From an optimization exercise on the open Yosys and OpenROAD flow, aimed at small area and a short achievable clock period; shortcuts taken in it are not production practice. Only simulation tests tie the RTL to the original design; equivalence was not proved.

===== flow/config.mk =====
export PLATFORM = sky130hd
export DESIGN_NAME = crc_unit
export DESIGN_NICKNAME = crc_unit
export VERILOG_FILES = /design/flow/design.v
export SDC_FILE = /design/flow/constraint.sdc
export NUM_CORES = 4
export LEC_CHECK = 0
export CAP_MARGIN = 20
export CORE_MARGIN = 2
export CORE_UTILIZATION = 40
export PLACE_DENSITY = 0.6
export SLEW_MARGIN = 20
export SYNTH_HIERARCHICAL = 1
export SYNTH_MINIMUM_KEEP_SIZE = 0

===== flow/constraint.sdc =====
create_clock -name core_clock -period 15.0 [get_ports {m}]
set_input_delay 3.0000 -clock core_clock [delete_from_list [all_inputs] [get_ports {m}]]
set_output_delay 3.0000 -clock core_clock [all_outputs]
set_load 0.01 [all_outputs]

===== flow/design.v =====
package crc_reg_pkg;
  typedef logic [1:0] reg_addr_t;
  typedef enum logic [1:0]
  {
    ORDER_NONE          = 2'd0,    
    ORDER_BITS_IN_BYTES = 2'd1,    
    ORDER_ALL_BITS      = 2'd2,    
    ORDER_BYTES         = 2'd3     
  } transpose_t;
endpackage
package crc_data_pkg;
  typedef logic [32-1:0] crc_word_t;
  typedef logic [32-1:0] crc_state_t;
  typedef logic crc_width_t;
endpackage
module crc_sel4
(
  input  logic [3:0]  s,
  input  logic [3:0]  d,
  output logic        y
);
  assign y = (s[0] & d[0]) | (s[1] & d[1]) | (s[2] & d[2]) | (s[3] & d[3]);
endmodule
module crc_bit_order
(
  input  crc_data_pkg::crc_word_t  word_in,
  input  crc_reg_pkg::transpose_t  order,
  output crc_data_pkg::crc_word_t  word_out
);
  logic [3:0] sel;
  assign sel[0] = (order == crc_reg_pkg::ORDER_NONE);
  assign sel[1] = (order == crc_reg_pkg::ORDER_BITS_IN_BYTES);
  assign sel[2] = (order == crc_reg_pkg::ORDER_ALL_BITS);
  assign sel[3] = (order == crc_reg_pkg::ORDER_BYTES);
  for (genvar b = 0; b < 4; b++)
  begin : g_byte
    for (genvar i = 0; i < 8; i++)
    begin : g_bit
      crc_sel4 u_sel
      (
        .s (sel),
        .d ({word_in[8*(3 - b) + i],         
             word_in[31 - (8*b + i)],        
             word_in[8*b + 7 - i],           
             word_in[8*b + i]}),             
        .y (word_out[8*b + i])
      );
    end
  end
endmodule
module crc_regs
(
  input  logic                      m,
  input  logic                      reset,
  input  logic                      wr,
  input  logic                      rd,
  input  crc_reg_pkg::reg_addr_t    addr,
  input  crc_data_pkg::crc_word_t   wdata,
  input  crc_data_pkg::crc_word_t   read_word,     
  output crc_data_pkg::crc_word_t   rdata,
  output logic                      rdata_valid,
  output crc_data_pkg::crc_word_t   gpoly_q,       
  output crc_data_pkg::crc_word_t   gpoly_next,    
  output crc_reg_pkg::transpose_t   ctrl_tot,
  output crc_reg_pkg::transpose_t   ctrl_totr,
  output logic                      ctrl_fxor,
  output logic                      ctrl_was,
  output crc_data_pkg::crc_width_t  ctrl_tcrc,
  output logic                      data_load,
  output logic                      seed_load
);
  localparam crc_data_pkg::crc_word_t GPOLY_RESET = 32'h0000_1021;
  logic                     data_wr;        
  crc_data_pkg::crc_word_t  ctrl_word;      
  crc_data_pkg::crc_word_t  read_mux;
  crc_data_pkg::crc_word_t  held;           
  crc_data_pkg::crc_word_t  unswapped;      
  logic                     width_flip;     
  assign data_wr   = wr && (addr == 2'd0);
  assign data_load = data_wr && !ctrl_was;
  assign seed_load = data_wr && ctrl_was;
  assign width_flip = (addr == 2'd2) && (wdata[24] != ctrl_tcrc);
  always_comb
  begin
    gpoly_next = gpoly_q;
    if (reset)
      gpoly_next = {GPOLY_RESET[15:0], GPOLY_RESET[31:16]};    
    else if (wr)
    begin
      if (addr == 2'd1)
        gpoly_next = ctrl_tcrc ? wdata : {wdata[15:0], wdata[31:16]};
      if (width_flip)
        gpoly_next = {gpoly_q[15:0], gpoly_q[31:16]};
    end
  end
  always_ff @(posedge m)
    gpoly_q <= gpoly_next;
  always_ff @(posedge m)
  begin
    if (reset)
    begin
      ctrl_tot  <= crc_reg_pkg::ORDER_NONE;
      ctrl_totr <= crc_reg_pkg::ORDER_NONE;
      ctrl_fxor <= 1'b0;
      ctrl_was  <= 1'b0;
      ctrl_tcrc <= 1'b0;
    end
    else if (wr)
    begin
      if (addr == 2'd2)
      begin
        ctrl_tot  <= crc_reg_pkg::transpose_t'(wdata[31:30]);
        ctrl_totr <= crc_reg_pkg::transpose_t'(wdata[29:28]);
        ctrl_fxor <= wdata[26];
        ctrl_was  <= wdata[25];
        ctrl_tcrc <= wdata[24];    
      end
    end
  end
  assign held      = (addr == 2'd1) ? gpoly_q : read_word;
  assign unswapped = ctrl_tcrc ? held : {held[15:0], held[31:16]};
  always_comb
  begin
    ctrl_word                                = '0;
    ctrl_word[31:30]     = ctrl_tot;
    ctrl_word[29:28]   = ctrl_totr;
    ctrl_word[26]                 = ctrl_fxor;
    ctrl_word[25]                  = ctrl_was;
    ctrl_word[24]                 = ctrl_tcrc;
  end
  always_comb
  begin
    case (addr)
      2'd0:  read_mux = unswapped;
      2'd1: read_mux = unswapped;
      2'd2:  read_mux = ctrl_word;
      default:         read_mux = '0;        
    endcase
  end
  always_ff @(posedge m)
  begin
    if (reset)
    begin
      rdata       <= '0;
      rdata_valid <= 1'b0;
    end
    else
    begin
      rdata_valid <= rd;
      if (rd)
        rdata <= read_mux;                    
    end
  end
endmodule
module crc_ax
(
  input  logic  a,
  input  logic  c,
  input  logic  g,
  output logic  y
);
  assign y = a ^ (c & g);
endmodule
module crc_pp
(
  input  logic  c0,
  input  logic  g0,
  input  logic  c1,
  input  logic  g1,
  output logic  y
);
  assign y = (c0 & g0) ^ (c1 & g1);
endmodule
module crc_x2
(
  input  logic  a,
  input  logic  b,
  output logic  y
);
  assign y = a ^ b;
endmodule
module crc_gx_top
#(
  parameter int N = 8
)
(
  input  logic [N-1:0] poly,       
  output logic [N-1:0] d           
);
  always_comb
  begin
    logic [N-1:0] w;
    w = poly;
    for (int i = 0; i < N; i++)
    begin
      d[i] = w[N-1];
      w = {w[N-2:0], 1'b0} ^ (w[N-1] ? poly : '0);
    end
  end
endmodule
module crc_gx_pre
(
  input  logic [31:0]       p,
  input  logic [6:0]        d,
  output logic [7*32-1:32]   gx
);
  logic n1;
  logic n2;
  logic n3;
  logic n4;
  logic n5;
  logic n6;
  logic n7;
  logic n8;
  logic n9;
  logic n10;
  logic n11;
  logic n12;
  logic n13;
  logic n14;
  logic n15;
  logic n16;
  logic n17;
  logic n18;
  logic n19;
  logic n20;
  logic n21;
  logic n22;
  logic n23;
  logic n24;
  logic n25;
  logic n26;
  logic n27;
  logic n28;
  logic n29;
  logic n30;
  logic n31;
  logic n32;
  logic n33;
  logic n34;
  logic n35;
  logic n36;
  logic n37;
  logic n38;
  logic n39;
  logic n40;
  logic n41;
  logic n42;
  logic n43;
  logic n44;
  logic n45;
  logic n46;
  logic n47;
  logic n48;
  logic n49;
  logic n50;
  logic n51;
  logic n52;
  logic n53;
  logic n54;
  logic n55;
  logic n56;
  logic n57;
  logic n58;
  logic n59;
  logic n60;
  logic n61;
  logic n62;
  logic n63;
  logic n64;
  logic n65;
  logic n66;
  logic n67;
  logic n68;
  logic n69;
  logic n70;
  logic n71;
  logic n72;
  logic n73;
  logic n74;
  logic n75;
  logic n76;
  logic n77;
  logic n78;
  logic n79;
  logic n80;
  logic n81;
  logic n82;
  logic n83;
  logic n84;
  logic n85;
  logic n86;
  logic n87;
  logic n88;
  logic n89;
  logic n90;
  logic n91;
  logic n92;
  logic n93;
  logic n94;
  logic n95;
  logic n96;
  logic n97;
  logic n98;
  logic n99;
  logic n100;
  logic n101;
  logic n102;
  logic n103;
  logic n104;
  logic n105;
  logic n106;
  logic n107;
  logic n108;
  logic n109;
  logic n110;
  logic n111;
  logic n112;
  logic n113;
  logic n114;
  logic n115;
  logic n116;
  logic n117;
  logic n118;
  logic n119;
  logic n120;
  logic n121;
  logic n122;
  logic n123;
  logic n124;
  logic n125;
  logic n126;
  logic n127;
  logic n128;
  logic n129;
  logic n130;
  logic n131;
  logic n132;
  logic n133;
  logic n134;
  logic n135;
  logic n136;
  logic n137;
  logic n138;
  logic n139;
  logic n140;
  logic n141;
  logic n142;
  logic n143;
  logic n144;
  logic n145;
  logic n146;
  logic n147;
  logic n148;
  logic n149;
  logic n150;
  logic n151;
  logic n152;
  logic n153;
  logic n154;
  logic n155;
  logic n156;
  logic n157;
  logic n158;
  logic n159;
  logic n160;
  logic n161;
  logic n162;
  logic n163;
  logic n164;
  logic n165;
  logic n166;
  logic n167;
  logic n168;
  logic n169;
  logic n170;
  logic n171;
  logic n172;
  logic n173;
  logic n174;
  logic n175;
  logic n176;
  logic n177;
  logic n178;
  logic n179;
  logic n180;
  logic n181;
  logic n182;
  logic n183;
  logic n184;
  logic n185;
  logic n186;
  logic n187;
  logic n188;
  logic n189;
  logic n190;
  logic n191;
  logic n192;
  logic n193;
  logic n194;
  logic n195;
  logic n196;
  logic n197;
  logic n198;
  logic n199;
  logic n200;
  logic n201;
  logic n202;
  logic n203;
  logic n204;
  logic n205;
  logic n206;
  logic n207;
  logic n208;
  logic n209;
  logic n210;
  logic n211;
  logic n212;
  logic n213;
  logic n214;
  logic n215;
  logic n216;
  logic n217;
  logic n218;
  logic n219;
  logic n220;
  logic n221;
  logic n222;
  logic n223;
  logic n224;
  logic n225;
  logic n226;
  logic n227;
  logic n228;
  logic n229;
  logic n230;
  logic n231;
  logic n232;
  logic n233;
  logic n234;
  logic n235;
  logic n236;
  logic n237;
  logic n238;
  logic n239;
  logic n240;
  logic n241;
  logic n242;
  logic n243;
  logic n244;
  logic n245;
  logic n246;
  logic n247;
  logic n248;
  logic n249;
  logic n250;
  logic n251;
  logic n252;
  logic n253;
  logic n254;
  logic n255;
  logic n256;
  logic n257;
  logic n258;
  logic n259;
  logic n260;
  logic n261;
  logic n262;
  logic n263;
  logic n264;
  logic n265;
  logic n266;
  crc_pp u_n1 (.c0(d[4]), .g0(p[0]), .c1(d[5]), .g1(p[1]), .y(n1));
  crc_pp u_n2 (.c0(d[3]), .g0(p[0]), .c1(d[4]), .g1(p[1]), .y(n2));
  crc_ax u_n3 (.a(n2), .c(d[5]), .g(p[2]), .y(n3));
  crc_pp u_n4 (.c0(d[2]), .g0(p[0]), .c1(d[3]), .g1(p[1]), .y(n4));
  crc_pp u_n5 (.c0(d[3]), .g0(p[1]), .c1(d[4]), .g1(p[2]), .y(n5));
  crc_ax u_n6 (.a(n5), .c(d[2]), .g(p[0]), .y(n6));
  crc_ax u_n7 (.a(n5), .c(d[5]), .g(p[3]), .y(n7));
  crc_ax u_n8 (.a(n7), .c(d[2]), .g(p[0]), .y(n8));
  crc_pp u_n9 (.c0(d[1]), .g0(p[0]), .c1(d[2]), .g1(p[1]), .y(n9));
  crc_ax u_n10 (.a(n9), .c(d[3]), .g(p[2]), .y(n10));
  crc_pp u_n11 (.c0(d[3]), .g0(p[2]), .c1(d[4]), .g1(p[3]), .y(n11));
  crc_x2 u_n12 (.a(n9), .b(n11), .y(n12));
  crc_ax u_n13 (.a(n11), .c(d[5]), .g(p[4]), .y(n13));
  crc_x2 u_n14 (.a(n9), .b(n13), .y(n14));
  crc_pp u_n15 (.c0(d[0]), .g0(p[0]), .c1(d[1]), .g1(p[1]), .y(n15));
  crc_pp u_n16 (.c0(d[1]), .g0(p[1]), .c1(d[2]), .g1(p[2]), .y(n16));
  crc_ax u_n17 (.a(n16), .c(d[0]), .g(p[0]), .y(n17));
  crc_ax u_n18 (.a(n17), .c(d[3]), .g(p[3]), .y(n18));
  crc_pp u_n19 (.c0(d[3]), .g0(p[3]), .c1(d[4]), .g1(p[4]), .y(n19));
  crc_x2 u_n20 (.a(n17), .b(n19), .y(n20));
  crc_ax u_n21 (.a(n19), .c(d[5]), .g(p[5]), .y(n21));
  crc_x2 u_n22 (.a(n17), .b(n21), .y(n22));
  crc_ax u_n23 (.a(p[0]), .c(d[0]), .g(p[1]), .y(n23));
  crc_ax u_n24 (.a(n23), .c(d[1]), .g(p[2]), .y(n24));
  crc_pp u_n25 (.c0(d[1]), .g0(p[2]), .c1(d[2]), .g1(p[3]), .y(n25));
  crc_x2 u_n26 (.a(n23), .b(n25), .y(n26));
  crc_ax u_n27 (.a(n26), .c(d[3]), .g(p[4]), .y(n27));
  crc_pp u_n28 (.c0(d[3]), .g0(p[4]), .c1(d[4]), .g1(p[5]), .y(n28));
  crc_x2 u_n29 (.a(n26), .b(n28), .y(n29));
  crc_ax u_n30 (.a(n28), .c(d[5]), .g(p[6]), .y(n30));
  crc_x2 u_n31 (.a(n26), .b(n30), .y(n31));
  crc_ax u_n32 (.a(p[1]), .c(d[0]), .g(p[2]), .y(n32));
  crc_ax u_n33 (.a(n32), .c(d[1]), .g(p[3]), .y(n33));
  crc_pp u_n34 (.c0(d[1]), .g0(p[3]), .c1(d[2]), .g1(p[4]), .y(n34));
  crc_x2 u_n35 (.a(n32), .b(n34), .y(n35));
  crc_ax u_n36 (.a(n35), .c(d[3]), .g(p[5]), .y(n36));
  crc_pp u_n37 (.c0(d[3]), .g0(p[5]), .c1(d[4]), .g1(p[6]), .y(n37));
  crc_x2 u_n38 (.a(n35), .b(n37), .y(n38));
  crc_ax u_n39 (.a(n37), .c(d[5]), .g(p[7]), .y(n39));
  crc_x2 u_n40 (.a(n35), .b(n39), .y(n40));
  crc_ax u_n41 (.a(p[2]), .c(d[0]), .g(p[3]), .y(n41));
  crc_ax u_n42 (.a(n41), .c(d[1]), .g(p[4]), .y(n42));
  crc_pp u_n43 (.c0(d[1]), .g0(p[4]), .c1(d[2]), .g1(p[5]), .y(n43));
  crc_x2 u_n44 (.a(n41), .b(n43), .y(n44));
  crc_ax u_n45 (.a(n44), .c(d[3]), .g(p[6]), .y(n45));
  crc_pp u_n46 (.c0(d[3]), .g0(p[6]), .c1(d[4]), .g1(p[7]), .y(n46));
  crc_x2 u_n47 (.a(n44), .b(n46), .y(n47));
  crc_ax u_n48 (.a(n46), .c(d[5]), .g(p[8]), .y(n48));
  crc_x2 u_n49 (.a(n44), .b(n48), .y(n49));
  crc_ax u_n50 (.a(p[3]), .c(d[0]), .g(p[4]), .y(n50));
  crc_ax u_n51 (.a(n50), .c(d[1]), .g(p[5]), .y(n51));
  crc_pp u_n52 (.c0(d[1]), .g0(p[5]), .c1(d[2]), .g1(p[6]), .y(n52));
  crc_x2 u_n53 (.a(n50), .b(n52), .y(n53));
  crc_ax u_n54 (.a(n53), .c(d[3]), .g(p[7]), .y(n54));
  crc_pp u_n55 (.c0(d[3]), .g0(p[7]), .c1(d[4]), .g1(p[8]), .y(n55));
  crc_x2 u_n56 (.a(n53), .b(n55), .y(n56));
  crc_ax u_n57 (.a(n55), .c(d[5]), .g(p[9]), .y(n57));
  crc_x2 u_n58 (.a(n53), .b(n57), .y(n58));
  crc_ax u_n59 (.a(p[4]), .c(d[0]), .g(p[5]), .y(n59));
  crc_ax u_n60 (.a(n59), .c(d[1]), .g(p[6]), .y(n60));
  crc_pp u_n61 (.c0(d[1]), .g0(p[6]), .c1(d[2]), .g1(p[7]), .y(n61));
  crc_x2 u_n62 (.a(n59), .b(n61), .y(n62));
  crc_ax u_n63 (.a(n62), .c(d[3]), .g(p[8]), .y(n63));
  crc_pp u_n64 (.c0(d[3]), .g0(p[8]), .c1(d[4]), .g1(p[9]), .y(n64));
  crc_x2 u_n65 (.a(n62), .b(n64), .y(n65));
  crc_ax u_n66 (.a(n64), .c(d[5]), .g(p[10]), .y(n66));
  crc_x2 u_n67 (.a(n62), .b(n66), .y(n67));
  crc_ax u_n68 (.a(p[5]), .c(d[0]), .g(p[6]), .y(n68));
  crc_ax u_n69 (.a(n68), .c(d[1]), .g(p[7]), .y(n69));
  crc_pp u_n70 (.c0(d[1]), .g0(p[7]), .c1(d[2]), .g1(p[8]), .y(n70));
  crc_x2 u_n71 (.a(n68), .b(n70), .y(n71));
  crc_ax u_n72 (.a(n71), .c(d[3]), .g(p[9]), .y(n72));
  crc_pp u_n73 (.c0(d[3]), .g0(p[9]), .c1(d[4]), .g1(p[10]), .y(n73));
  crc_x2 u_n74 (.a(n71), .b(n73), .y(n74));
  crc_ax u_n75 (.a(n73), .c(d[5]), .g(p[11]), .y(n75));
  crc_x2 u_n76 (.a(n71), .b(n75), .y(n76));
  crc_ax u_n77 (.a(p[6]), .c(d[0]), .g(p[7]), .y(n77));
  crc_ax u_n78 (.a(n77), .c(d[1]), .g(p[8]), .y(n78));
  crc_pp u_n79 (.c0(d[1]), .g0(p[8]), .c1(d[2]), .g1(p[9]), .y(n79));
  crc_x2 u_n80 (.a(n77), .b(n79), .y(n80));
  crc_ax u_n81 (.a(n80), .c(d[3]), .g(p[10]), .y(n81));
  crc_pp u_n82 (.c0(d[3]), .g0(p[10]), .c1(d[4]), .g1(p[11]), .y(n82));
  crc_x2 u_n83 (.a(n80), .b(n82), .y(n83));
  crc_ax u_n84 (.a(n82), .c(d[5]), .g(p[12]), .y(n84));
  crc_x2 u_n85 (.a(n80), .b(n84), .y(n85));
  crc_ax u_n86 (.a(p[7]), .c(d[0]), .g(p[8]), .y(n86));
  crc_ax u_n87 (.a(n86), .c(d[1]), .g(p[9]), .y(n87));
  crc_pp u_n88 (.c0(d[1]), .g0(p[9]), .c1(d[2]), .g1(p[10]), .y(n88));
  crc_x2 u_n89 (.a(n86), .b(n88), .y(n89));
  crc_ax u_n90 (.a(n89), .c(d[3]), .g(p[11]), .y(n90));
  crc_pp u_n91 (.c0(d[3]), .g0(p[11]), .c1(d[4]), .g1(p[12]), .y(n91));
  crc_x2 u_n92 (.a(n89), .b(n91), .y(n92));
  crc_ax u_n93 (.a(n91), .c(d[5]), .g(p[13]), .y(n93));
  crc_x2 u_n94 (.a(n89), .b(n93), .y(n94));
  crc_ax u_n95 (.a(p[8]), .c(d[0]), .g(p[9]), .y(n95));
  crc_ax u_n96 (.a(n95), .c(d[1]), .g(p[10]), .y(n96));
  crc_pp u_n97 (.c0(d[1]), .g0(p[10]), .c1(d[2]), .g1(p[11]), .y(n97));
  crc_x2 u_n98 (.a(n95), .b(n97), .y(n98));
  crc_ax u_n99 (.a(n98), .c(d[3]), .g(p[12]), .y(n99));
  crc_pp u_n100 (.c0(d[3]), .g0(p[12]), .c1(d[4]), .g1(p[13]), .y(n100));
  crc_x2 u_n101 (.a(n98), .b(n100), .y(n101));
  crc_ax u_n102 (.a(n100), .c(d[5]), .g(p[14]), .y(n102));
  crc_x2 u_n103 (.a(n98), .b(n102), .y(n103));
  crc_ax u_n104 (.a(p[9]), .c(d[0]), .g(p[10]), .y(n104));
  crc_ax u_n105 (.a(n104), .c(d[1]), .g(p[11]), .y(n105));
  crc_pp u_n106 (.c0(d[1]), .g0(p[11]), .c1(d[2]), .g1(p[12]), .y(n106));
  crc_x2 u_n107 (.a(n104), .b(n106), .y(n107));
  crc_ax u_n108 (.a(n107), .c(d[3]), .g(p[13]), .y(n108));
  crc_pp u_n109 (.c0(d[3]), .g0(p[13]), .c1(d[4]), .g1(p[14]), .y(n109));
  crc_x2 u_n110 (.a(n107), .b(n109), .y(n110));
  crc_ax u_n111 (.a(n109), .c(d[5]), .g(p[15]), .y(n111));
  crc_x2 u_n112 (.a(n107), .b(n111), .y(n112));
  crc_ax u_n113 (.a(p[10]), .c(d[0]), .g(p[11]), .y(n113));
  crc_ax u_n114 (.a(n113), .c(d[1]), .g(p[12]), .y(n114));
  crc_pp u_n115 (.c0(d[1]), .g0(p[12]), .c1(d[2]), .g1(p[13]), .y(n115));
  crc_x2 u_n116 (.a(n113), .b(n115), .y(n116));
  crc_ax u_n117 (.a(n116), .c(d[3]), .g(p[14]), .y(n117));
  crc_pp u_n118 (.c0(d[3]), .g0(p[14]), .c1(d[4]), .g1(p[15]), .y(n118));
  crc_x2 u_n119 (.a(n116), .b(n118), .y(n119));
  crc_ax u_n120 (.a(n118), .c(d[5]), .g(p[16]), .y(n120));
  crc_x2 u_n121 (.a(n116), .b(n120), .y(n121));
  crc_ax u_n122 (.a(p[11]), .c(d[0]), .g(p[12]), .y(n122));
  crc_ax u_n123 (.a(n122), .c(d[1]), .g(p[13]), .y(n123));
  crc_pp u_n124 (.c0(d[1]), .g0(p[13]), .c1(d[2]), .g1(p[14]), .y(n124));
  crc_x2 u_n125 (.a(n122), .b(n124), .y(n125));
  crc_ax u_n126 (.a(n125), .c(d[3]), .g(p[15]), .y(n126));
  crc_pp u_n127 (.c0(d[3]), .g0(p[15]), .c1(d[4]), .g1(p[16]), .y(n127));
  crc_x2 u_n128 (.a(n125), .b(n127), .y(n128));
  crc_ax u_n129 (.a(n127), .c(d[5]), .g(p[17]), .y(n129));
  crc_x2 u_n130 (.a(n125), .b(n129), .y(n130));
  crc_ax u_n131 (.a(p[12]), .c(d[0]), .g(p[13]), .y(n131));
  crc_ax u_n132 (.a(n131), .c(d[1]), .g(p[14]), .y(n132));
  crc_pp u_n133 (.c0(d[1]), .g0(p[14]), .c1(d[2]), .g1(p[15]), .y(n133));
  crc_x2 u_n134 (.a(n131), .b(n133), .y(n134));
  crc_ax u_n135 (.a(n134), .c(d[3]), .g(p[16]), .y(n135));
  crc_pp u_n136 (.c0(d[3]), .g0(p[16]), .c1(d[4]), .g1(p[17]), .y(n136));
  crc_x2 u_n137 (.a(n134), .b(n136), .y(n137));
  crc_ax u_n138 (.a(n136), .c(d[5]), .g(p[18]), .y(n138));
  crc_x2 u_n139 (.a(n134), .b(n138), .y(n139));
  crc_ax u_n140 (.a(p[13]), .c(d[0]), .g(p[14]), .y(n140));
  crc_ax u_n141 (.a(n140), .c(d[1]), .g(p[15]), .y(n141));
  crc_pp u_n142 (.c0(d[1]), .g0(p[15]), .c1(d[2]), .g1(p[16]), .y(n142));
  crc_x2 u_n143 (.a(n140), .b(n142), .y(n143));
  crc_ax u_n144 (.a(n143), .c(d[3]), .g(p[17]), .y(n144));
  crc_pp u_n145 (.c0(d[3]), .g0(p[17]), .c1(d[4]), .g1(p[18]), .y(n145));
  crc_x2 u_n146 (.a(n143), .b(n145), .y(n146));
  crc_ax u_n147 (.a(n145), .c(d[5]), .g(p[19]), .y(n147));
  crc_x2 u_n148 (.a(n143), .b(n147), .y(n148));
  crc_ax u_n149 (.a(p[14]), .c(d[0]), .g(p[15]), .y(n149));
  crc_ax u_n150 (.a(n149), .c(d[1]), .g(p[16]), .y(n150));
  crc_pp u_n151 (.c0(d[1]), .g0(p[16]), .c1(d[2]), .g1(p[17]), .y(n151));
  crc_x2 u_n152 (.a(n149), .b(n151), .y(n152));
  crc_ax u_n153 (.a(n152), .c(d[3]), .g(p[18]), .y(n153));
  crc_pp u_n154 (.c0(d[3]), .g0(p[18]), .c1(d[4]), .g1(p[19]), .y(n154));
  crc_x2 u_n155 (.a(n152), .b(n154), .y(n155));
  crc_ax u_n156 (.a(n154), .c(d[5]), .g(p[20]), .y(n156));
  crc_x2 u_n157 (.a(n152), .b(n156), .y(n157));
  crc_ax u_n158 (.a(p[15]), .c(d[0]), .g(p[16]), .y(n158));
  crc_ax u_n159 (.a(n158), .c(d[1]), .g(p[17]), .y(n159));
  crc_pp u_n160 (.c0(d[1]), .g0(p[17]), .c1(d[2]), .g1(p[18]), .y(n160));
  crc_x2 u_n161 (.a(n158), .b(n160), .y(n161));
  crc_ax u_n162 (.a(n161), .c(d[3]), .g(p[19]), .y(n162));
  crc_pp u_n163 (.c0(d[3]), .g0(p[19]), .c1(d[4]), .g1(p[20]), .y(n163));
  crc_x2 u_n164 (.a(n161), .b(n163), .y(n164));
  crc_ax u_n165 (.a(n163), .c(d[5]), .g(p[21]), .y(n165));
  crc_x2 u_n166 (.a(n161), .b(n165), .y(n166));
  crc_ax u_n167 (.a(p[16]), .c(d[0]), .g(p[17]), .y(n167));
  crc_ax u_n168 (.a(n167), .c(d[1]), .g(p[18]), .y(n168));
  crc_pp u_n169 (.c0(d[1]), .g0(p[18]), .c1(d[2]), .g1(p[19]), .y(n169));
  crc_x2 u_n170 (.a(n167), .b(n169), .y(n170));
  crc_ax u_n171 (.a(n170), .c(d[3]), .g(p[20]), .y(n171));
  crc_pp u_n172 (.c0(d[3]), .g0(p[20]), .c1(d[4]), .g1(p[21]), .y(n172));
  crc_x2 u_n173 (.a(n170), .b(n172), .y(n173));
  crc_ax u_n174 (.a(n172), .c(d[5]), .g(p[22]), .y(n174));
  crc_x2 u_n175 (.a(n170), .b(n174), .y(n175));
  crc_ax u_n176 (.a(p[17]), .c(d[0]), .g(p[18]), .y(n176));
  crc_ax u_n177 (.a(n176), .c(d[1]), .g(p[19]), .y(n177));
  crc_pp u_n178 (.c0(d[1]), .g0(p[19]), .c1(d[2]), .g1(p[20]), .y(n178));
  crc_x2 u_n179 (.a(n176), .b(n178), .y(n179));
  crc_ax u_n180 (.a(n179), .c(d[3]), .g(p[21]), .y(n180));
  crc_pp u_n181 (.c0(d[3]), .g0(p[21]), .c1(d[4]), .g1(p[22]), .y(n181));
  crc_x2 u_n182 (.a(n179), .b(n181), .y(n182));
  crc_ax u_n183 (.a(n181), .c(d[5]), .g(p[23]), .y(n183));
  crc_x2 u_n184 (.a(n179), .b(n183), .y(n184));
  crc_ax u_n185 (.a(p[18]), .c(d[0]), .g(p[19]), .y(n185));
  crc_ax u_n186 (.a(n185), .c(d[1]), .g(p[20]), .y(n186));
  crc_pp u_n187 (.c0(d[1]), .g0(p[20]), .c1(d[2]), .g1(p[21]), .y(n187));
  crc_x2 u_n188 (.a(n185), .b(n187), .y(n188));
  crc_ax u_n189 (.a(n188), .c(d[3]), .g(p[22]), .y(n189));
  crc_pp u_n190 (.c0(d[3]), .g0(p[22]), .c1(d[4]), .g1(p[23]), .y(n190));
  crc_x2 u_n191 (.a(n188), .b(n190), .y(n191));
  crc_ax u_n192 (.a(n190), .c(d[5]), .g(p[24]), .y(n192));
  crc_x2 u_n193 (.a(n188), .b(n192), .y(n193));
  crc_ax u_n194 (.a(p[19]), .c(d[0]), .g(p[20]), .y(n194));
  crc_ax u_n195 (.a(n194), .c(d[1]), .g(p[21]), .y(n195));
  crc_pp u_n196 (.c0(d[1]), .g0(p[21]), .c1(d[2]), .g1(p[22]), .y(n196));
  crc_x2 u_n197 (.a(n194), .b(n196), .y(n197));
  crc_ax u_n198 (.a(n197), .c(d[3]), .g(p[23]), .y(n198));
  crc_pp u_n199 (.c0(d[3]), .g0(p[23]), .c1(d[4]), .g1(p[24]), .y(n199));
  crc_x2 u_n200 (.a(n197), .b(n199), .y(n200));
  crc_ax u_n201 (.a(n199), .c(d[5]), .g(p[25]), .y(n201));
  crc_x2 u_n202 (.a(n197), .b(n201), .y(n202));
  crc_ax u_n203 (.a(p[20]), .c(d[0]), .g(p[21]), .y(n203));
  crc_ax u_n204 (.a(n203), .c(d[1]), .g(p[22]), .y(n204));
  crc_pp u_n205 (.c0(d[1]), .g0(p[22]), .c1(d[2]), .g1(p[23]), .y(n205));
  crc_x2 u_n206 (.a(n203), .b(n205), .y(n206));
  crc_ax u_n207 (.a(n206), .c(d[3]), .g(p[24]), .y(n207));
  crc_pp u_n208 (.c0(d[3]), .g0(p[24]), .c1(d[4]), .g1(p[25]), .y(n208));
  crc_x2 u_n209 (.a(n206), .b(n208), .y(n209));
  crc_ax u_n210 (.a(n208), .c(d[5]), .g(p[26]), .y(n210));
  crc_x2 u_n211 (.a(n206), .b(n210), .y(n211));
  crc_ax u_n212 (.a(p[21]), .c(d[0]), .g(p[22]), .y(n212));
  crc_ax u_n213 (.a(n212), .c(d[1]), .g(p[23]), .y(n213));
  crc_pp u_n214 (.c0(d[1]), .g0(p[23]), .c1(d[2]), .g1(p[24]), .y(n214));
  crc_x2 u_n215 (.a(n212), .b(n214), .y(n215));
  crc_ax u_n216 (.a(n215), .c(d[3]), .g(p[25]), .y(n216));
  crc_pp u_n217 (.c0(d[3]), .g0(p[25]), .c1(d[4]), .g1(p[26]), .y(n217));
  crc_x2 u_n218 (.a(n215), .b(n217), .y(n218));
  crc_ax u_n219 (.a(n217), .c(d[5]), .g(p[27]), .y(n219));
  crc_x2 u_n220 (.a(n215), .b(n219), .y(n220));
  crc_ax u_n221 (.a(p[22]), .c(d[0]), .g(p[23]), .y(n221));
  crc_ax u_n222 (.a(n221), .c(d[1]), .g(p[24]), .y(n222));
  crc_pp u_n223 (.c0(d[1]), .g0(p[24]), .c1(d[2]), .g1(p[25]), .y(n223));
  crc_x2 u_n224 (.a(n221), .b(n223), .y(n224));
  crc_ax u_n225 (.a(n224), .c(d[3]), .g(p[26]), .y(n225));
  crc_pp u_n226 (.c0(d[3]), .g0(p[26]), .c1(d[4]), .g1(p[27]), .y(n226));
  crc_x2 u_n227 (.a(n224), .b(n226), .y(n227));
  crc_ax u_n228 (.a(n226), .c(d[5]), .g(p[28]), .y(n228));
  crc_x2 u_n229 (.a(n224), .b(n228), .y(n229));
  crc_ax u_n230 (.a(p[23]), .c(d[0]), .g(p[24]), .y(n230));
  crc_ax u_n231 (.a(n230), .c(d[1]), .g(p[25]), .y(n231));
  crc_pp u_n232 (.c0(d[1]), .g0(p[25]), .c1(d[2]), .g1(p[26]), .y(n232));
  crc_x2 u_n233 (.a(n230), .b(n232), .y(n233));
  crc_ax u_n234 (.a(n233), .c(d[3]), .g(p[27]), .y(n234));
  crc_pp u_n235 (.c0(d[3]), .g0(p[27]), .c1(d[4]), .g1(p[28]), .y(n235));
  crc_x2 u_n236 (.a(n233), .b(n235), .y(n236));
  crc_ax u_n237 (.a(n235), .c(d[5]), .g(p[29]), .y(n237));
  crc_x2 u_n238 (.a(n233), .b(n237), .y(n238));
  crc_ax u_n239 (.a(p[24]), .c(d[0]), .g(p[25]), .y(n239));
  crc_ax u_n240 (.a(n239), .c(d[1]), .g(p[26]), .y(n240));
  crc_pp u_n241 (.c0(d[1]), .g0(p[26]), .c1(d[2]), .g1(p[27]), .y(n241));
  crc_x2 u_n242 (.a(n239), .b(n241), .y(n242));
  crc_ax u_n243 (.a(n242), .c(d[3]), .g(p[28]), .y(n243));
  crc_pp u_n244 (.c0(d[3]), .g0(p[28]), .c1(d[4]), .g1(p[29]), .y(n244));
  crc_x2 u_n245 (.a(n242), .b(n244), .y(n245));
  crc_ax u_n246 (.a(n244), .c(d[5]), .g(p[30]), .y(n246));
  crc_x2 u_n247 (.a(n242), .b(n246), .y(n247));
  crc_ax u_n248 (.a(p[25]), .c(d[0]), .g(p[26]), .y(n248));
  crc_ax u_n249 (.a(n248), .c(d[1]), .g(p[27]), .y(n249));
  crc_pp u_n250 (.c0(d[1]), .g0(p[27]), .c1(d[2]), .g1(p[28]), .y(n250));
  crc_x2 u_n251 (.a(n248), .b(n250), .y(n251));
  crc_ax u_n252 (.a(n251), .c(d[3]), .g(p[29]), .y(n252));
  crc_pp u_n253 (.c0(d[3]), .g0(p[29]), .c1(d[4]), .g1(p[30]), .y(n253));
  crc_x2 u_n254 (.a(n251), .b(n253), .y(n254));
  crc_ax u_n255 (.a(p[26]), .c(d[0]), .g(p[27]), .y(n255));
  crc_ax u_n256 (.a(n255), .c(d[1]), .g(p[28]), .y(n256));
  crc_pp u_n257 (.c0(d[1]), .g0(p[28]), .c1(d[2]), .g1(p[29]), .y(n257));
  crc_x2 u_n258 (.a(n255), .b(n257), .y(n258));
  crc_ax u_n259 (.a(n258), .c(d[3]), .g(p[30]), .y(n259));
  crc_ax u_n260 (.a(p[27]), .c(d[0]), .g(p[28]), .y(n260));
  crc_ax u_n261 (.a(n260), .c(d[1]), .g(p[29]), .y(n261));
  crc_pp u_n262 (.c0(d[1]), .g0(p[29]), .c1(d[2]), .g1(p[30]), .y(n262));
  crc_x2 u_n263 (.a(n260), .b(n262), .y(n263));
  crc_ax u_n264 (.a(p[28]), .c(d[0]), .g(p[29]), .y(n264));
  crc_ax u_n265 (.a(n264), .c(d[1]), .g(p[30]), .y(n265));
  crc_ax u_n266 (.a(p[29]), .c(d[0]), .g(p[30]), .y(n266));
  assign gx[192] = (d[5] & p[0]);
  assign gx[160] = (d[4] & p[0]);
  assign gx[193] = n1;
  assign gx[128] = (d[3] & p[0]);
  assign gx[161] = n2;
  assign gx[194] = n3;
  assign gx[96] = (d[2] & p[0]);
  assign gx[129] = n4;
  assign gx[162] = n6;
  assign gx[195] = n8;
  assign gx[64] = (d[1] & p[0]);
  assign gx[97] = n9;
  assign gx[130] = n10;
  assign gx[163] = n12;
  assign gx[196] = n14;
  assign gx[32] = (d[0] & p[0]);
  assign gx[65] = n15;
  assign gx[98] = n17;
  assign gx[131] = n18;
  assign gx[164] = n20;
  assign gx[197] = n22;
  assign gx[33] = n23;
  assign gx[66] = n24;
  assign gx[99] = n26;
  assign gx[132] = n27;
  assign gx[165] = n29;
  assign gx[198] = n31;
  assign gx[34] = n32;
  assign gx[67] = n33;
  assign gx[100] = n35;
  assign gx[133] = n36;
  assign gx[166] = n38;
  assign gx[199] = n40;
  assign gx[35] = n41;
  assign gx[68] = n42;
  assign gx[101] = n44;
  assign gx[134] = n45;
  assign gx[167] = n47;
  assign gx[200] = n49;
  assign gx[36] = n50;
  assign gx[69] = n51;
  assign gx[102] = n53;
  assign gx[135] = n54;
  assign gx[168] = n56;
  assign gx[201] = n58;
  assign gx[37] = n59;
  assign gx[70] = n60;
  assign gx[103] = n62;
  assign gx[136] = n63;
  assign gx[169] = n65;
  assign gx[202] = n67;
  assign gx[38] = n68;
  assign gx[71] = n69;
  assign gx[104] = n71;
  assign gx[137] = n72;
  assign gx[170] = n74;
  assign gx[203] = n76;
  assign gx[39] = n77;
  assign gx[72] = n78;
  assign gx[105] = n80;
  assign gx[138] = n81;
  assign gx[171] = n83;
  assign gx[204] = n85;
  assign gx[40] = n86;
  assign gx[73] = n87;
  assign gx[106] = n89;
  assign gx[139] = n90;
  assign gx[172] = n92;
  assign gx[205] = n94;
  assign gx[41] = n95;
  assign gx[74] = n96;
  assign gx[107] = n98;
  assign gx[140] = n99;
  assign gx[173] = n101;
  assign gx[206] = n103;
  assign gx[42] = n104;
  assign gx[75] = n105;
  assign gx[108] = n107;
  assign gx[141] = n108;
  assign gx[174] = n110;
  assign gx[207] = n112;
  assign gx[43] = n113;
  assign gx[76] = n114;
  assign gx[109] = n116;
  assign gx[142] = n117;
  assign gx[175] = n119;
  assign gx[208] = n121;
  assign gx[44] = n122;
  assign gx[77] = n123;
  assign gx[110] = n125;
  assign gx[143] = n126;
  assign gx[176] = n128;
  assign gx[209] = n130;
  assign gx[45] = n131;
  assign gx[78] = n132;
  assign gx[111] = n134;
  assign gx[144] = n135;
  assign gx[177] = n137;
  assign gx[210] = n139;
  assign gx[46] = n140;
  assign gx[79] = n141;
  assign gx[112] = n143;
  assign gx[145] = n144;
  assign gx[178] = n146;
  assign gx[211] = n148;
  assign gx[47] = n149;
  assign gx[80] = n150;
  assign gx[113] = n152;
  assign gx[146] = n153;
  assign gx[179] = n155;
  assign gx[212] = n157;
  assign gx[48] = n158;
  assign gx[81] = n159;
  assign gx[114] = n161;
  assign gx[147] = n162;
  assign gx[180] = n164;
  assign gx[213] = n166;
  assign gx[49] = n167;
  assign gx[82] = n168;
  assign gx[115] = n170;
  assign gx[148] = n171;
  assign gx[181] = n173;
  assign gx[214] = n175;
  assign gx[50] = n176;
  assign gx[83] = n177;
  assign gx[116] = n179;
  assign gx[149] = n180;
  assign gx[182] = n182;
  assign gx[215] = n184;
  assign gx[51] = n185;
  assign gx[84] = n186;
  assign gx[117] = n188;
  assign gx[150] = n189;
  assign gx[183] = n191;
  assign gx[216] = n193;
  assign gx[52] = n194;
  assign gx[85] = n195;
  assign gx[118] = n197;
  assign gx[151] = n198;
  assign gx[184] = n200;
  assign gx[217] = n202;
  assign gx[53] = n203;
  assign gx[86] = n204;
  assign gx[119] = n206;
  assign gx[152] = n207;
  assign gx[185] = n209;
  assign gx[218] = n211;
  assign gx[54] = n212;
  assign gx[87] = n213;
  assign gx[120] = n215;
  assign gx[153] = n216;
  assign gx[186] = n218;
  assign gx[219] = n220;
  assign gx[55] = n221;
  assign gx[88] = n222;
  assign gx[121] = n224;
  assign gx[154] = n225;
  assign gx[187] = n227;
  assign gx[220] = n229;
  assign gx[56] = n230;
  assign gx[89] = n231;
  assign gx[122] = n233;
  assign gx[155] = n234;
  assign gx[188] = n236;
  assign gx[221] = n238;
  assign gx[57] = n239;
  assign gx[90] = n240;
  assign gx[123] = n242;
  assign gx[156] = n243;
  assign gx[189] = n245;
  assign gx[222] = n247;
  assign gx[58] = n248;
  assign gx[91] = n249;
  assign gx[124] = n251;
  assign gx[157] = n252;
  assign gx[190] = n254;
  assign gx[59] = n255;
  assign gx[92] = n256;
  assign gx[125] = n258;
  assign gx[158] = n259;
  assign gx[60] = n260;
  assign gx[93] = n261;
  assign gx[126] = n263;
  assign gx[61] = n264;
  assign gx[94] = n265;
  assign gx[62] = n266;
  assign gx[63] = d[1];
  assign gx[95] = d[2];
  assign gx[127] = d[3];
  assign gx[159] = d[4];
  assign gx[191] = d[5];
  assign gx[223] = d[6];
endmodule
module crc_stage
#(
  parameter int           R    = 1,
  parameter logic [31:0]  INJ  = 32'h0,
  parameter logic [31:0]  POST = 32'h0
)
(
  input  logic [31:0]     acc_in,
  input  logic [R*32-1:0] gx,
  input  logic [31:0]     inj,
  output logic [31:0]     acc_out
);
  localparam int NP = R / 2;                   
  localparam int NL = NP + ((R % 2) ? 1 : 0);  
  logic [R-1:0] c;
  for (genvar i = 0; i < R; i++)
  begin : g_c
    assign c[i] = acc_in[31 - i];    
  end
  for (genvar j = 0; j < 32; j++)
  begin : g_bit
    localparam bit PRE    = INJ[j] && !POST[j];
    localparam bit HAS_SH = (j >= R) || PRE;
    localparam int NLEAF  = NL + ((HAS_SH && !(R % 2)) ? 1 : 0);
    logic              sh;           
    logic [NLEAF-1:0]  leaf;
    logic              sum;
    if (j < R)
    begin : g_nosh
      if (PRE)
        assign sh = inj[j];
      else
        assign sh = 1'b0;
    end
    else
    begin : g_sh
      if (PRE)
        crc_x2 u_inj (.a(acc_in[j-R]), .b(inj[j]), .y(sh));
      else
        assign sh = acc_in[j-R];
    end
    for (genvar k = 0; k < NP; k++)
    begin : g_pp
      crc_pp u_pp (.c0(c[2*k]),   .g0(gx[(R - 1 - 2*k) * 32 + j]),
                   .c1(c[2*k+1]), .g1(gx[(R - 2 - 2*k) * 32 + j]),
                   .y(leaf[k]));
    end
    if (R % 2)
    begin : g_odd
      if (HAS_SH)
        crc_ax u_ax (.a(sh), .c(c[R-1]), .g(gx[j]), .y(leaf[NP]));
      else
        assign leaf[NP] = c[R-1] & gx[j];
    end
    else if (HAS_SH)
    begin : g_even
      assign leaf[NP] = sh;
    end
    crc_xtree #(.N(NLEAF)) u_tree (.x(leaf), .y(sum));
    if (POST[j])
      crc_x2 u_post (.a(sum), .b(inj[j]), .y(acc_out[j]));
    else
      assign acc_out[j] = sum;
  end
endmodule
module crc_xtree
#(
  parameter int N = 1
)
(
  input  logic [N-1:0] x,
  output logic         y
);
  if (N == 1)
  begin : g_one
    assign y = x[0];
  end
  else if (N == 2)
  begin : g_two
    crc_x2 u_x (.a(x[0]), .b(x[1]), .y(y));
  end
  else
  begin : g_split
    localparam int H = (N > 16) ? 16 : (N > 8) ? 8 : (N > 4) ? 4 : (N > 2) ? 2 : 1;
    logic ylo, yhi;
    crc_xtree #(.N(H))     u_lo (.x(x[H-1:0]), .y(ylo));
    crc_xtree #(.N(N - H)) u_hi (.x(x[N-1:H]), .y(yhi));
    crc_x2 u_x (.a(ylo), .b(yhi), .y(y));
  end
endmodule
module crc_engine
(
  input  logic                      m,
  input  logic                      reset,
  input  crc_data_pkg::crc_word_t   order_word,    
  input  crc_data_pkg::crc_word_t   gpoly,         
  input  logic [31:25]               gpoly_top_next,   
  input  crc_data_pkg::crc_width_t  width,
  input  logic                      data_load,
  input  logic                      seed_load,
  input  logic                      width_flip,    
  output crc_data_pkg::crc_state_t  rem            
);
  logic [7*32-1:0]           gx;        
  logic [6:0]               d;         
  logic [31:0]               acc [7];   
  logic [15:0]               late;      
  logic [31:0]               inj2;
  logic [31:0]               inj3;
  logic [31:0]               inj4;
  logic [31:0]               inj_last;
  crc_data_pkg::crc_state_t  fold;
  crc_data_pkg::crc_state_t  seed;
  assign gx[31:0] = {gpoly[31:16], gpoly[15:0] & {16{width}}};
  logic [6:0]               d_next;
  logic [6:1]               d_q;
  crc_gx_top #(.N(7)) u_top
  (
    .poly (gpoly_top_next),
    .d    (d_next)
  );
  always_ff @(posedge m)
    d_q <= d_next[6:1];
  assign d = {d_q, gx[31]};
  crc_gx_pre u_pre
  (
    .p  (gx[31:0]),
    .d  (d),
    .gx (gx[7*32-1:32])
  );
  assign acc[0]   = {rem[31:16], rem[15:0] & {16{width}}};
  assign late     = width ? 16'h0000 : order_word[31:16];
  assign inj_last = width ? order_word : {order_word[15:0], 16'h0000};
  always_comb
  begin
    inj2 = 32'h0;
    inj2[26] = late[15];
    inj2[25] = late[14];
  end
  always_comb
  begin
    inj3 = 32'h0;
    inj3[31] = late[13];
    inj3[30] = late[12];
    inj3[29] = late[11];
    inj3[28] = late[10];
    inj3[27] = late[9];
    inj3[26] = late[8];
    inj3[25] = late[7];
  end
  always_comb
  begin
    inj4 = 32'h0;
    inj4[31] = late[6];
    inj4[30] = late[5];
    inj4[29] = late[4];
    inj4[28] = late[3];
    inj4[27] = late[2];
    inj4[26] = late[1];
    inj4[25] = late[0];
  end
  crc_stage #(.R(1), .INJ(32'h00000000), .POST(32'h00000000)) u_st0
    (.acc_in(acc[0]), .gx(gx[0 +: 32]), .inj(32'h0), .acc_out(acc[1]));
  crc_stage #(.R(3), .INJ(32'h00000000), .POST(32'h00000000)) u_st1
    (.acc_in(acc[1]), .gx(gx[0 +: 96]), .inj(32'h0), .acc_out(acc[2]));
  crc_stage #(.R(7), .INJ(32'h06000000), .POST(32'h06000000)) u_st2
    (.acc_in(acc[2]), .gx(gx[0 +: 224]), .inj(inj2), .acc_out(acc[3]));
  crc_stage #(.R(7), .INJ(32'hFE000000), .POST(32'h00000000)) u_st3
    (.acc_in(acc[3]), .gx(gx[0 +: 224]), .inj(inj3), .acc_out(acc[4]));
  crc_stage #(.R(7), .INJ(32'hFE000000), .POST(32'h00000000)) u_st4
    (.acc_in(acc[4]), .gx(gx[0 +: 224]), .inj(inj4), .acc_out(acc[5]));
  crc_stage #(.R(7), .INJ(32'hFFFFFFFF), .POST(32'h00000000)) u_st5
    (.acc_in(acc[5]), .gx(gx[0 +: 224]), .inj(inj_last), .acc_out(acc[6]));
  assign fold = {acc[6][31:16], acc[6][15:0] & {16{width}}};
  assign seed = inj_last;
  always_ff @(posedge m)
  begin
    if (reset)
      rem <= 32'hFFFF_FFFF;
    else if (seed_load)
      rem <= seed;
    else if (data_load)
      rem <= fold;
    else if (width_flip)
      rem <= {rem[15:0], rem[31:16]};
  end
endmodule
module crc_readout
(
  input  crc_data_pkg::crc_state_t  rem,           
  input  crc_data_pkg::crc_width_t  width,
  input  logic                      fxor,
  input  crc_reg_pkg::transpose_t   order,
  output crc_data_pkg::crc_word_t   read_word
);
  crc_data_pkg::crc_word_t  inv_mask;    
  crc_data_pkg::crc_word_t  inv_word;
  assign inv_mask = width ? 32'hFFFF_FFFF : 32'hFFFF_0000;
  assign inv_word = fxor ? (rem ^ inv_mask) : rem;
  crc_bit_order u_read_order
  (
    .word_in  (inv_word),
    .order    (order),
    .word_out (read_word)
  );
endmodule
module crc_unit
(
  input  logic                     m,
  input  logic                     reset,
  input  logic                     wr,            
  input  logic                     rd,            
  input  crc_reg_pkg::reg_addr_t   addr,
  input  crc_data_pkg::crc_word_t  wdata,
  output crc_data_pkg::crc_word_t  rdata,
  output logic                     rdata_valid
);
  crc_data_pkg::crc_word_t   gpoly;
  crc_data_pkg::crc_word_t   gpoly_next;    
  crc_reg_pkg::transpose_t   ctrl_tot;
  crc_reg_pkg::transpose_t   ctrl_totr;
  logic                      ctrl_fxor;
  logic                      ctrl_was;
  crc_data_pkg::crc_width_t  ctrl_tcrc;
  logic                      data_load;
  logic                      seed_load;
  logic                      width_flip;    
  crc_data_pkg::crc_word_t   order_word;    
  crc_data_pkg::crc_state_t  rem;           
  crc_data_pkg::crc_word_t   read_word;     
  crc_regs u_regs
  (
    .m           (m),
    .reset       (reset),
    .wr          (wr),
    .rd          (rd),
    .addr        (addr),
    .wdata       (wdata),
    .read_word   (read_word),
    .rdata       (rdata),
    .rdata_valid (rdata_valid),
    .gpoly_q     (gpoly),
    .gpoly_next  (gpoly_next),
    .ctrl_tot    (ctrl_tot),
    .ctrl_totr   (ctrl_totr),
    .ctrl_fxor   (ctrl_fxor),
    .ctrl_was    (ctrl_was),
    .ctrl_tcrc   (ctrl_tcrc),
    .data_load   (data_load),
    .seed_load   (seed_load)
  );
  assign width_flip = wr && (addr == 2'd2) && (wdata[24] != ctrl_tcrc);
  crc_bit_order u_write_order
  (
    .word_in  (wdata),
    .order    (ctrl_tot),
    .word_out (order_word)
  );
  crc_engine u_engine
  (
    .m          (m),
    .reset      (reset),
    .order_word (order_word),
    .gpoly      (gpoly),
    .gpoly_top_next (gpoly_next[31:25]),
    .width      (ctrl_tcrc),
    .data_load  (data_load),
    .seed_load  (seed_load),
    .width_flip (width_flip),
    .rem        (rem)
  );
  crc_readout u_readout
  (
    .rem       (rem),
    .width     (ctrl_tcrc),
    .fxor      (ctrl_fxor),
    .order     (ctrl_totr),
    .read_word (read_word)
  );
endmodule

===== flow/flow/run.sh =====
#!/bin/bash
# Standard layout, with timing repair aimed well below the clock period so
# that the achieved period shrinks; constraints are left as given.
set -o pipefail
cat standard.sh > standard_copy.log
cat config.mk > config_copy.log
export SETUP_SLACK_MARGIN=10
export TNS_END_PERCENT=20
# port buffers: the smallest plain buffer, resized later where timing needs it
export BUFFER_PORTS_ARGS="-buffer_cell sky130_fd_sc_hd__buf_1"
bash standard.sh synth > synth.log 2>&1 || exit 1
bash standard.sh > finish.log 2>&1 || exit 1

===== flow/standard.sh =====
#!/bin/bash
# synth_recipe.tcl (not shown) runs the flow's synth.tcl, then flattens the netlist and writes it again
# the make line also repeats each setting of config.mk as NAME=value (left out here)
make -C /OpenROAD-flow-scripts/flow DESIGN_CONFIG=/design/flow/config.mk WORK_HOME=/design/flow/orfs CLKGATE_MAP_FILE= SYNTH_SCRIPT=/design/flow/synth_recipe.tcl "${@:-finish}"

==> run summary <==
==> metal layers <==
| layer | up-vias | track usage, % | part of all wire [%] |
|---|---|---|---|
| li1 | 12070 | - | - |
| met1 | 13190 | 41.04 | 38 |
| met2 | 2116 | 45.73 | 40 |
| met3 | 540 | 9.451 | 14 |
| met4 | 2 | 21.53 | 7.9 |
| met5 | - | 0 | 0.011 |
==> final cells by class <==
type                            instances  area share [%]
Antenna cell                            3         0.02400
Clock buffer                           10          0.7641
Clock inverter                          6          0.2240
Inverter                                8         0.09601
Multi-Input combinational cell       3438           78.47
Sequential cell                       110           7.097
Tap cell                              940           3.760
Timing Repair Buffer                  283           9.561
==> critical path: cells and delay by family <==
| family | cells | cell delay [ns] |
|---|---|---|
| AOI/OAI and AO/OA | 3 | 0.45 |
| xor gates and xnor gates | 10 | 2.30 |
| and+or+nand+nor | 5 | 0.63 |
| buffers and inverters | 7 | 1.18 |
==> final timing paths <==
check,slack (ns),cells after the start,start,end
setup / recovery,7.76,25,wdata[1],u_engine.rem[11]
hold / removal,0.48,2,u_regs.rdata[28],u_regs.rdata[28]
setup reg to reg,7.84,25,u_regs.gpoly_q[10],u_engine.rem[11]
hold reg to reg,0.48,2,u_regs.rdata[28],u_regs.rdata[28]
==> repair_timing <==
action | 4_1_cts | 5_1_grt
gates cloned | 15 | 6
endpoints found under the setup margin | 45 | 45
pin swaps | 55 | 76
buffers inserted | 52 | 32
gates resized for setup | 224 | 98
==> per-stage QoR <==
| step | cells | hold WS (ns) |
|---|---|---|
| 3_5_place_dp | 4674 | 0.4565 |
| 3_3_place_gp | 4674 | 0.4471 |
| 6_report | 4798 | 0.4825 |
| 4_1_cts | 4757 | 0.4682 |
| 5_1_grt | 4796 | 0.4942 |
| 2_1_floorplan | 4072 | 0.4534 |
==> state kept, by name (all words and copies together) (netlist names) <==
name	flops
u_engine.d_q	6
u_engine.rem	32
u_regs.ctrl_fxor	1
u_regs.ctrl_tcrc	1
u_regs.ctrl_tot	2
u_regs.ctrl_totr	2
u_regs.ctrl_was	1
u_regs.gpoly_q	32
u_regs.rdata	32
u_regs.rdata_valid	1
==> load_flow_metrics.sql <==
INSERT INTO impl_metrics (metric_group, metric, value, unit) VALUES
('floorplan', 'chipHeight', '270.4', 'um'),
('place', 'gp_routability_congestion', '0.9927', ''),
('grt', 'gr-usage-all-layers', '31.91', '%'),
('floorplan', 'dieWidth', '270.4', 'um'),
('clocking', 'clk_latency', '0.42', 'ns'),
('grt', 'grt_first_pass_wirelength', '174700', 'um'),
('place', 'dpl_worst_slack', '5.732', 'ns'),
('routing', 'ant_nets', '0', ''),
('cells_and_area', 'regArea', '0.002220', 'mm^2'),
('grt', 'grt_antenna_before_repair', '6', ''),
('synthesis', 'postSynthNetCount', '4113', ''),
('routing', 'via_count', '27920', ''),
('synthesis', 'syn-mean-instance-area', '6.973', 'um^2'),
('routing', 'route.detailed.wl_per_inst', '25.75', 'um'),
('setup_path', 'cp_peak_stage_delay', '0.32', 'ns'),
('outcome', 'outcome', 'timing/DRC/antenna clean', ''),
('routing', 'route.detailed.drc', '0', ''),
('place', 'placed_cell_area', '0.02764', 'mm^2'),
('clocking', 'numCtsBuffers', '9', ''),
('place', 'detailed_place_hpwl', '77280', 'um'),
('timing', 'setup_viol', '0', ''),
('clocking', 'clk_pin_slew', '0.10', 'ns'),
('floorplan', 'core_area', '0.07015', 'mm^2'),
('routing', 'route.final.wire_length', '123500', 'um'),
('setup_path', 'timing.critical_path.to_type', 'register', ''),
('setup_path', 'cell_with_the_largest_stage_delay_on_the_worst_path', 'sky130_fd_sc_hd__xor2_2', ''),
('place', 'count_of_buffers_from_port_buffering', '70', ''),
('setup_path', 'timing.critical_path.required', '15.33', 'ns'),
('clocking', 'cts_hold_buffers', '0', ''),
('cells_and_area', 'multi_input_comb_area', '0.02454', 'mm^2'),
('timing', 'skew', '0.02672', 'ns'),
('cells_and_area', 'mostFrequentLayoutCell', 'sky130_fd_sc_hd__nand2_1', ''),
('cells_and_area', 'final_design_area_no_fill', '0.03128', 'mm^2'),
('routing', 'detail_route.iter0.violations', '4475', ''),
('setup_path', 'worst-setup-path-type', 'in -> reg', ''),
('cells_and_area', 'final_layout_size_suffix_gt1_share', '14.42', '%'),
('timing', 'final.setup.tns', '0', 'ns'),
('grt', 'via_count_of_the_first_global_routing_pass', '25600', ''),
('timing', 'worst_slew_pin_slew', '1.039', 'ns'),
('routing', 'drtPass1Iterations', '10', ''),
('clocking', 'max-clock-path-buffers', '2', ''),
('floorplan', 'die_area', '0.07314', 'mm^2'),
('setup_path', 'crit_path_start_kind', 'primary input', ''),
('cells_and_area', 'finalNetCount', '3891', ''),
('cells_and_area', 'final_cell_mix', 'sky130_fd_sc_hd__nand2_1, sky130_fd_sc_hd__xor2_1, sky130_fd_sc_hd__xnor2_1', ''),
('timing', 'timing.max_slew.rel_slack', '30.26', '%'),
('synthesis', 'syn_warnings', '11', ''),
('timing', 'report.final.hold_viol_count', '0', ''),
('floorplan', 'fp-row-count', '97', ''),
('timing', 'rsz_0062_raised_after_global_routing', 'yes', ''),
('grt', 'grt-ovfl-total', '0', ''),
('floorplan', 'number_of_primary_i_o_pins', '71', ''),
('clocking', 'cts.sinks', '110', ''),
('floorplan', 'initial_cell_density_of_the_core', '40.48', '%'),
('clocking', 'tritoncts_clock_tree', 'built', ''),
('cells_and_area', 'final_core_util', '44.59', '%'),
('timing', 'fin_ws', '7.756', 'ns'),
('timing', 'final_min_period_over_clock_period', '48.29', '%'),
('routing', 'drt-vias-per-instance', '5.820', ''),
('timing', 'final_slew_violations', '0', ''),
('synthesis', 'cell_count_after_synthesis', '4072', ''),
('clocking', 'ctsHtreeMaxLevel', '3', ''),
('setup_path', 'worst-endpoint-arrival', '7.58', 'ns'),
('cells_and_area', 'layout.filler_cells', '7053', ''),
('clocking', 'ctsRootBufferMaster', 'sky130_fd_sc_hd__clkbuf_16', ''),
('timing', 'fmax', '0.1380', 'GHz'),
('job', 'max_cap_violations', '0', ''),
('min_path', 'holdCritPathClass', 'reg -> reg', ''),
('timing', 'post_layout_minimum_cycle_time', '7.244', 'ns'),
('setup_path', 'timing.critical_path.fanout_max', '10', ''),
('synthesis', 'synth.cell_area', '0.02839', 'mm^2'),
('cells_and_area', 'flow.area_growth_from_synthesis', '10.15', '%'),
('grt', 'grt_max_degree', '66', '');

-- port drivers added, routing unchanged --
The results above use ideal ports. As a check the final layout listed here was re-extracted and re-timed, cells and wires unchanged. Step 1 assumes that a clkbuf_16 drives the clock port and a buf_2 every other input. Step 2 times the ports against the registers' clock, not the clock port: input delays grow and output delays shrink by t, the midpoint of the rising clock arrivals with the driver on. a / b / c = no drivers / after step 1 / after step 2; a / b = the first two.
t (ns): 0.456
slack for setup (ns): 7.756 / 7.762 / 7.307
hold WS [ns]: 0.482 / 0.482 / 0.482
worst register clock-pin slew, ns: 0.11 / 0.11
worst slew at a driven data input, ns: 0.07
After both steps setup and hold are still met in this run. The setup slack of this run moves by +0.006 ns with the drivers and by -0.449 ns with both steps.
